Source: an optimization exercise on an open RTL-to-GDS flow (aim: small area, a short achievable clock period and few clock cycles). Production flows keep margins and buffers that such runs may drop. Power is estimated from default activity; no workload was simulated.

==> trial 34: inputs <==
==> flow/design.v <==
`timescale 1ns / 1ps
`default_nettype none
package bsi_pkg;
    localparam logic [1:0] OP_PUSH_LEFT  = 2'd0;
    localparam logic [1:0] OP_PUSH_RIGHT = 2'd1;
    localparam logic [1:0] OP_RUN        = 2'd2;
    typedef struct packed {
        logic push_left;
        logic push_right;
        logic run_start;
        logic skip_adv;
        logic trim_dec;
        logic rd_trim;
        logic merge_i;
        logic merge_j;
        logic ld_elem;
        logic ld_sum;
    } t_cmd;
    typedef struct packed {
        logic j_lt_rend;
        logic i_lt_lcnt;
        logic r_lt_lo;
        logic r_gt_hi;
        logic a_lt_b;
        logic b_lt_a;
        logic out_free;
    } t_status;
endpackage
`default_nettype wire
`timescale 1ns / 1ps
`default_nettype none
module bounded_sorted_set_intersect #(
    parameter int LIST_DEPTH = 32,
    parameter int ID_WIDTH   = 32
) (
    input  wire logic        i_clk,
    input  wire logic        i_rst_n,
    input  wire logic        i_valid,
    output      logic        o_ready,
    input  wire logic [1:0]  i_operation,
    input  wire logic [31:0] i_value,
    input  wire logic [31:0] i_lower_bound,
    input  wire logic [31:0] i_upper_bound,
    output      logic        o_valid,
    input  wire logic        i_ready,
    output      logic [31:0] o_common_value,
    output      logic        o_is_element,
    output      logic [5:0]  o_match_count,
    output      logic        o_last
);
    localparam logic [2:0] F_IDLE  = 3'd0;
    localparam logic [2:0] F_SKIP  = 3'd1;
    localparam logic [2:0] F_TRIM  = 3'd2;
    localparam logic [2:0] F_WINIT = 3'd3;
    localparam logic [2:0] F_WALK  = 3'd4;
    localparam logic [1:0] B_BUB  = 2'd0;
    localparam logic [1:0] B_ELEM = 2'd1;
    localparam logic [1:0] B_END  = 2'd2;
    logic        r_rdy;
    logic        a_v;
    logic [1:0]  a_op;
    logic [31:0] a_val, a_lo, a_hi;
    logic [31:0] lmem [32];
    logic [31:0] rmem [32];
    logic [31:0] matched;
    logic [5:0]  lcnt, rcnt;
    logic        lsorted, rsorted;
    logic [31:0] llast, rlast;
    logic [5:0]  wi, wi1, wj, wj1;
    logic        l_pend, r_pend;
    logic [31:0] hl, hr;
    logic        s_act;
    logic [5:0]  sa, send, scnt;
    logic [31:0] hs;
    logic        ms;
    logic [1:0]  bst;
    logic [31:0] hb;
    logic        mb, bl, bg;
    logic [5:0]  bidx;
    logic [31:0] s_lo, s_hi;
    logic [2:0]  fb;
    logic [5:0]  j0, rend;
    logic        sw_ok, safe;
    logic        r_ov;
    logic [31:0] r_oval;
    logic        r_oel, r_olast;
    logic [5:0]  r_ocnt;
    logic accept, is_l, is_r, is_run, lwe, rwe;
    assign accept = i_valid && r_rdy;
    assign is_l   = a_v && (a_op == bsi_pkg::OP_PUSH_LEFT);
    assign is_r   = a_v && (a_op == bsi_pkg::OP_PUSH_RIGHT);
    assign is_run = a_v && (a_op == bsi_pkg::OP_RUN);
    assign lwe    = is_l && !lcnt[5];
    assign rwe    = is_r && safe && !rcnt[5];
    logic fast_sw, fb_start, fb_fin, sw, drain, hold;
    assign fast_sw  = is_run && sw_ok;
    assign fb_start = is_run && (fb == F_IDLE) && !(lsorted && rsorted) && !s_act;
    assign fb_fin   = (fb == F_WALK) && !(l_pend && r_pend);
    assign sw       = fast_sw || fb_fin;
    assign drain    = is_run ? sw : (is_r ? safe : 1'b1);
    assign hold     = a_v && !drain;
    logic can_step, w_lt, w_gt, adv_i, adv_j, w_match;
    assign can_step = ((fb == F_IDLE) || (fb == F_WALK)) && l_pend && r_pend;
    assign w_lt     = hl < hr;
    assign w_gt     = hr < hl;
    assign adv_i    = can_step && !w_gt;
    assign adv_j    = can_step && !w_lt;
    assign w_match  = can_step && !w_lt && !w_gt;
    logic [4:0]  r_addr;
    logic [31:0] l_rd, r_rd;
    assign r_addr = (fb == F_WINIT) ? j0[4:0] : wj1[4:0];
    assign l_rd   = lmem[wi1[4:0]];
    assign r_rd   = rmem[r_addr];
    logic b_elem, b_end, b_bub, out_free;
    logic s_stop, s_need, s_sum, s_emit, k_go, move, s_start;
    assign b_elem   = (bst == B_ELEM);
    assign b_end    = (bst == B_END);
    assign b_bub    = (bst == B_BUB);
    assign out_free = !r_ov || i_ready;
    assign s_stop   = b_end || (b_elem && bg);
    assign s_need   = b_elem && !bg && mb && !bl;
    assign s_sum    = s_act && s_stop && out_free;
    assign s_emit   = s_act && s_need && out_free;
    assign k_go     = b_bub || (b_elem && bl);
    assign move     = (s_act && !s_stop && (!s_need || out_free))
                   || ((fb == F_SKIP) && k_go)
                   || ((fb == F_TRIM) && !b_end);
    assign s_start  = sw || fb_start;
    logic [5:0] lcnt_n, rcnt_n, wi_n, wj_n, sa_n, rend_n;
    logic       s_act_n, l_pend_n, r_pend_n, lsorted_n, rsorted_n;
    logic [2:0] fb_n;
    logic       a_v_n, sw_ok_n, safe_n, dr_n, rdy_n;
    logic [1:0] op_n;
    logic       last_gt;
    assign last_gt = a_val > (a_op[0] ? rlast : llast);
    always_comb begin
        lcnt_n    = sw ? 6'd0 : (lcnt + {5'd0, lwe});
        rcnt_n    = sw ? 6'd0 : (rcnt + {5'd0, rwe});
        lsorted_n = sw || (lsorted && !(lwe && (lcnt != 6'd0) && !last_gt));
        rsorted_n = sw || (rsorted && !(rwe && (rcnt != 6'd0) && !last_gt));
        if (sw)                 wi_n = 6'd0;
        else if (fb == F_WINIT) wi_n = 6'd0;
        else if (adv_i)         wi_n = wi1;
        else                    wi_n = wi;
        if (sw)                 wj_n = 6'd0;
        else if (fb == F_WINIT) wj_n = j0;
        else if (adv_j)         wj_n = wj1;
        else                    wj_n = wj;
        fb_n = fb;
        case (fb)
            F_IDLE:  if (fb_start) fb_n = F_SKIP;
            F_SKIP:  if (!k_go) fb_n = F_TRIM;
            F_TRIM:  if (b_end) fb_n = F_WINIT;
            F_WINIT: fb_n = F_WALK;
            F_WALK:  if (fb_fin) fb_n = F_IDLE;
            default: fb_n = F_IDLE;
        endcase
        rend_n = rend;
        if (fb == F_SKIP && !k_go) rend_n = bidx;
        if (fb == F_TRIM && b_elem && !bg) rend_n = bidx + 6'd1;
        l_pend_n = wi_n < lcnt_n;
        r_pend_n = wj_n < ((fb_n != F_IDLE) ? rend_n : rcnt_n);
        s_act_n = sw || (s_act && !s_sum);
        sa_n    = s_start ? 6'd0 : (sa + {5'd0, move});
        sw_ok_n = (fb_n == F_IDLE) && lsorted_n && rsorted_n && !(l_pend_n && r_pend_n)
               && !s_act_n;
        safe_n  = !s_act_n || (rcnt_n <= sa_n);
        a_v_n = accept || hold;
        op_n  = accept ? i_operation : a_op;
        if (op_n == bsi_pkg::OP_RUN)             dr_n = sw_ok_n;
        else if (op_n == bsi_pkg::OP_PUSH_RIGHT) dr_n = safe_n;
        else                                     dr_n = 1'b1;
        rdy_n = !a_v_n || dr_n;
    end
    always_ff @(posedge i_clk) begin
        if (accept) begin
            a_op  <= i_operation;
            a_val <= i_value;
            a_lo  <= i_lower_bound;
            a_hi  <= i_upper_bound;
        end
        if (lwe) begin
            lmem[lcnt[4:0]] <= a_val;
            llast <= a_val;
        end
        if (rwe) begin
            rmem[rcnt[4:0]] <= a_val;
            rlast <= a_val;
        end
        if (fb == F_WINIT) hl <= lmem[0];
        else if (adv_i) hl <= (lwe && (lcnt == wi1)) ? a_val : l_rd;
        else if (lwe && (lcnt == wi)) hl <= a_val;
        if (fb == F_WINIT) hr <= r_rd;
        else if (adv_j) hr <= (rwe && (rcnt == wj1)) ? a_val : r_rd;
        else if (rwe && (rcnt == wj)) hr <= a_val;
        wi1 <= wi_n + 6'd1;
        wj1 <= wj_n + 6'd1;
        if (fb == F_WINIT) begin
            matched <= '0;
        end else begin
            if (rwe) matched[rcnt[4:0]] <= 1'b0;
            if (w_match) matched[wj[4:0]] <= 1'b1;
        end
        if (s_start) begin
            hs <= rmem[0];
            ms <= matched[0];
        end else if (move) begin
            hs <= rmem[sa[4:0] + 5'd1];
            ms <= matched[sa[4:0] + 5'd1];
        end
        if (move) begin
            hb   <= hs;
            mb   <= ms;
            bl   <= hs < s_lo;
            bg   <= hs > s_hi;
            bidx <= sa;
        end
        if (fast_sw || fb_start) begin
            s_lo <= a_lo;
            s_hi <= a_hi;
        end else if (fb_fin) begin
            s_lo <= '0;
            s_hi <= '1;
        end
        if (s_start) send <= rcnt;
        if (fb == F_SKIP && !k_go) j0 <= bidx;
        rend <= rend_n;
        if (s_emit) begin
            r_oval  <= hb;
            r_oel   <= 1'b1;
            r_olast <= 1'b0;
            r_ocnt  <= '0;
        end else if (s_sum) begin
            r_oval  <= '0;
            r_oel   <= 1'b0;
            r_olast <= 1'b1;
            r_ocnt  <= scnt;
        end
        if (!i_rst_n) begin
            r_rdy   <= 1'b1;
            a_v     <= 1'b0;
            lcnt    <= '0;
            rcnt    <= '0;
            lsorted <= 1'b1;
            rsorted <= 1'b1;
            wi      <= '0;
            wj      <= '0;
            l_pend  <= 1'b0;
            r_pend  <= 1'b0;
            s_act   <= 1'b0;
            sa      <= '0;
            bst     <= B_BUB;
            scnt    <= '0;
            fb      <= F_IDLE;
            sw_ok   <= 1'b1;
            safe    <= 1'b1;
            r_ov    <= 1'b0;
        end else begin
            r_rdy   <= rdy_n;
            a_v     <= a_v_n;
            lcnt    <= lcnt_n;
            rcnt    <= rcnt_n;
            lsorted <= lsorted_n;
            rsorted <= rsorted_n;
            wi      <= wi_n;
            wj      <= wj_n;
            l_pend  <= l_pend_n;
            r_pend  <= r_pend_n;
            s_act   <= s_act_n;
            sa      <= sa_n;
            fb      <= fb_n;
            sw_ok   <= sw_ok_n;
            safe    <= safe_n;
            if (s_start) bst <= B_BUB;
            else if (move) bst <= (sa < send) ? B_ELEM : B_END;
            if (sw) scnt <= '0;
            else if (s_emit) scnt <= scnt + 6'd1;
            if (s_emit || s_sum) r_ov <= 1'b1;
            else if (i_ready) r_ov <= 1'b0;
        end
    end
    assign o_ready        = r_rdy;
    assign o_valid        = r_ov;
    assign o_common_value = r_oval;
    assign o_is_element   = r_oel;
    assign o_match_count  = r_ocnt;
    assign o_last         = r_olast;
endmodule
`default_nettype wire
==> flow/run.sh <==
#!/bin/bash
# synth_recipe.tcl (not shown) runs the flow's synth.tcl, then flattens the netlist and writes it again
# the make line also repeats each setting of config.mk as NAME=value (left out here)
make -C /OpenROAD-flow-scripts/flow DESIGN_CONFIG=/design/flow/config.mk WORK_HOME=/design/flow/orfs CLKGATE_MAP_FILE= SYNTH_SCRIPT=/design/flow/synth_recipe.tcl finish
==> flow/config.mk <==
export PLATFORM = sky130hd
export DESIGN_NAME = bounded_sorted_set_intersect
export DESIGN_NICKNAME = bounded_sorted_set_intersect
export VERILOG_FILES = /design/flow/design.v
export SDC_FILE = /design/flow/constraint.sdc
export NUM_CORES = 4
export LEC_CHECK = 0
export ABC_CLOCK_PERIOD_IN_PS = 2800
export CAP_MARGIN = 20
export CORE_MARGIN = 2
export CORE_UTILIZATION = 40
export SETUP_SLACK_MARGIN = 2.4
export SLEW_MARGIN = 20
==> flow/constraint.sdc <==
create_clock -name core_clock -period 5.4 [get_ports {i_clk}]
set_input_delay 1.0800 -clock core_clock [delete_from_list [all_inputs] [get_ports {i_clk}]]
set_output_delay 1.0800 -clock core_clock [all_outputs]
set_load 0.01 [all_outputs]
==> inputs of trial 7, as changes to trial 34 <==
ABC_CLOCK_PERIOD_IN_PS = default   (was 2800)
SETUP_SLACK_MARGIN = default   (was 2.4)
==> summary.md <==
| Metric | Value |
|---|---|
| TritonRoute pass-1 iters | `6` |
| Setup ws final | `between 1.5 and 2 ns` |
| Sw Share | `21.49%` |
| Relative slew slack | `about 26%` |
| # fillers | `~22k` |
| Clock net power | `around 18 mW` |
| First-pass GRT wire length | `467000 µm` |
| Vias | `62.91k` |
| Fin crit period | `3.820 ns` |
| RSZ-0062 raised after global routing | `true` |
| Initial antenna violation count | `13` |
| Initial DRC Count | `slightly above 8k` |
| Worst Path Buf+Inv | `0` |
| Pre-CTS setup slack | `approximately 1 ns` |
| FF/Latch Area | `0.07596 mm²` |
| Clk latency of the worst-skew pair | `between 0.8 and 0.9 ns` |
| Outcome | `no timing/DRC/antenna violations` |
[end of results for trial 34]
==> summary.md <==
| Metric | Value |
|---|---|
| Setup ws final | `roughly 0.88 ns` |
| First-pass GRT wire length | `~450000 µm` |
| Clk latency of the worst-skew pair | `0.87 ns` |
| TritonRoute pass-1 iters | `5` |
| Initial DRC Count | `~7.3k` |
| Initial antenna violation count | `21` |
| Worst Path Buf+Inv | `1` |
| Vias | `between 50k and 60k` |
| Outcome | `no timing/DRC/antenna violations` |
| # fillers | `22.72k` |
[end of results for trial 7]
Function was not checked in any run of this note: the RTL went through the layout flow alone.

-- afterwards: timing with drivers on the ports --
How much do the figures lean on ideal ports? The routed layouts below were timed once more, with nothing changed but the port constraints. Step 1 assumes that a clkbuf_16 drives the clock port and a buf_2 every other input. Step 2 adds t to the input delays and takes it off the output delays; t is the mean of the earliest and latest rising clock arrival at the registers after step 1. Input paths then give back, and output paths get back, about the clock's delay inside the block. Three values: ideal, step 1, step 2; two values: the first two.
run	shift t [ns]	setup slack, ns	pins driven straight from the clock port
trial 34	0.956	1.580 / 1.580 / 1.198	1
trial 7	0.955	0.885 / 0.885 / 0.885	1
After both steps every run listed still meets setup and hold. The setup slack of trial 34, which loses most, moves by 0.000 ns with the drivers and by -0.382 ns with both steps.
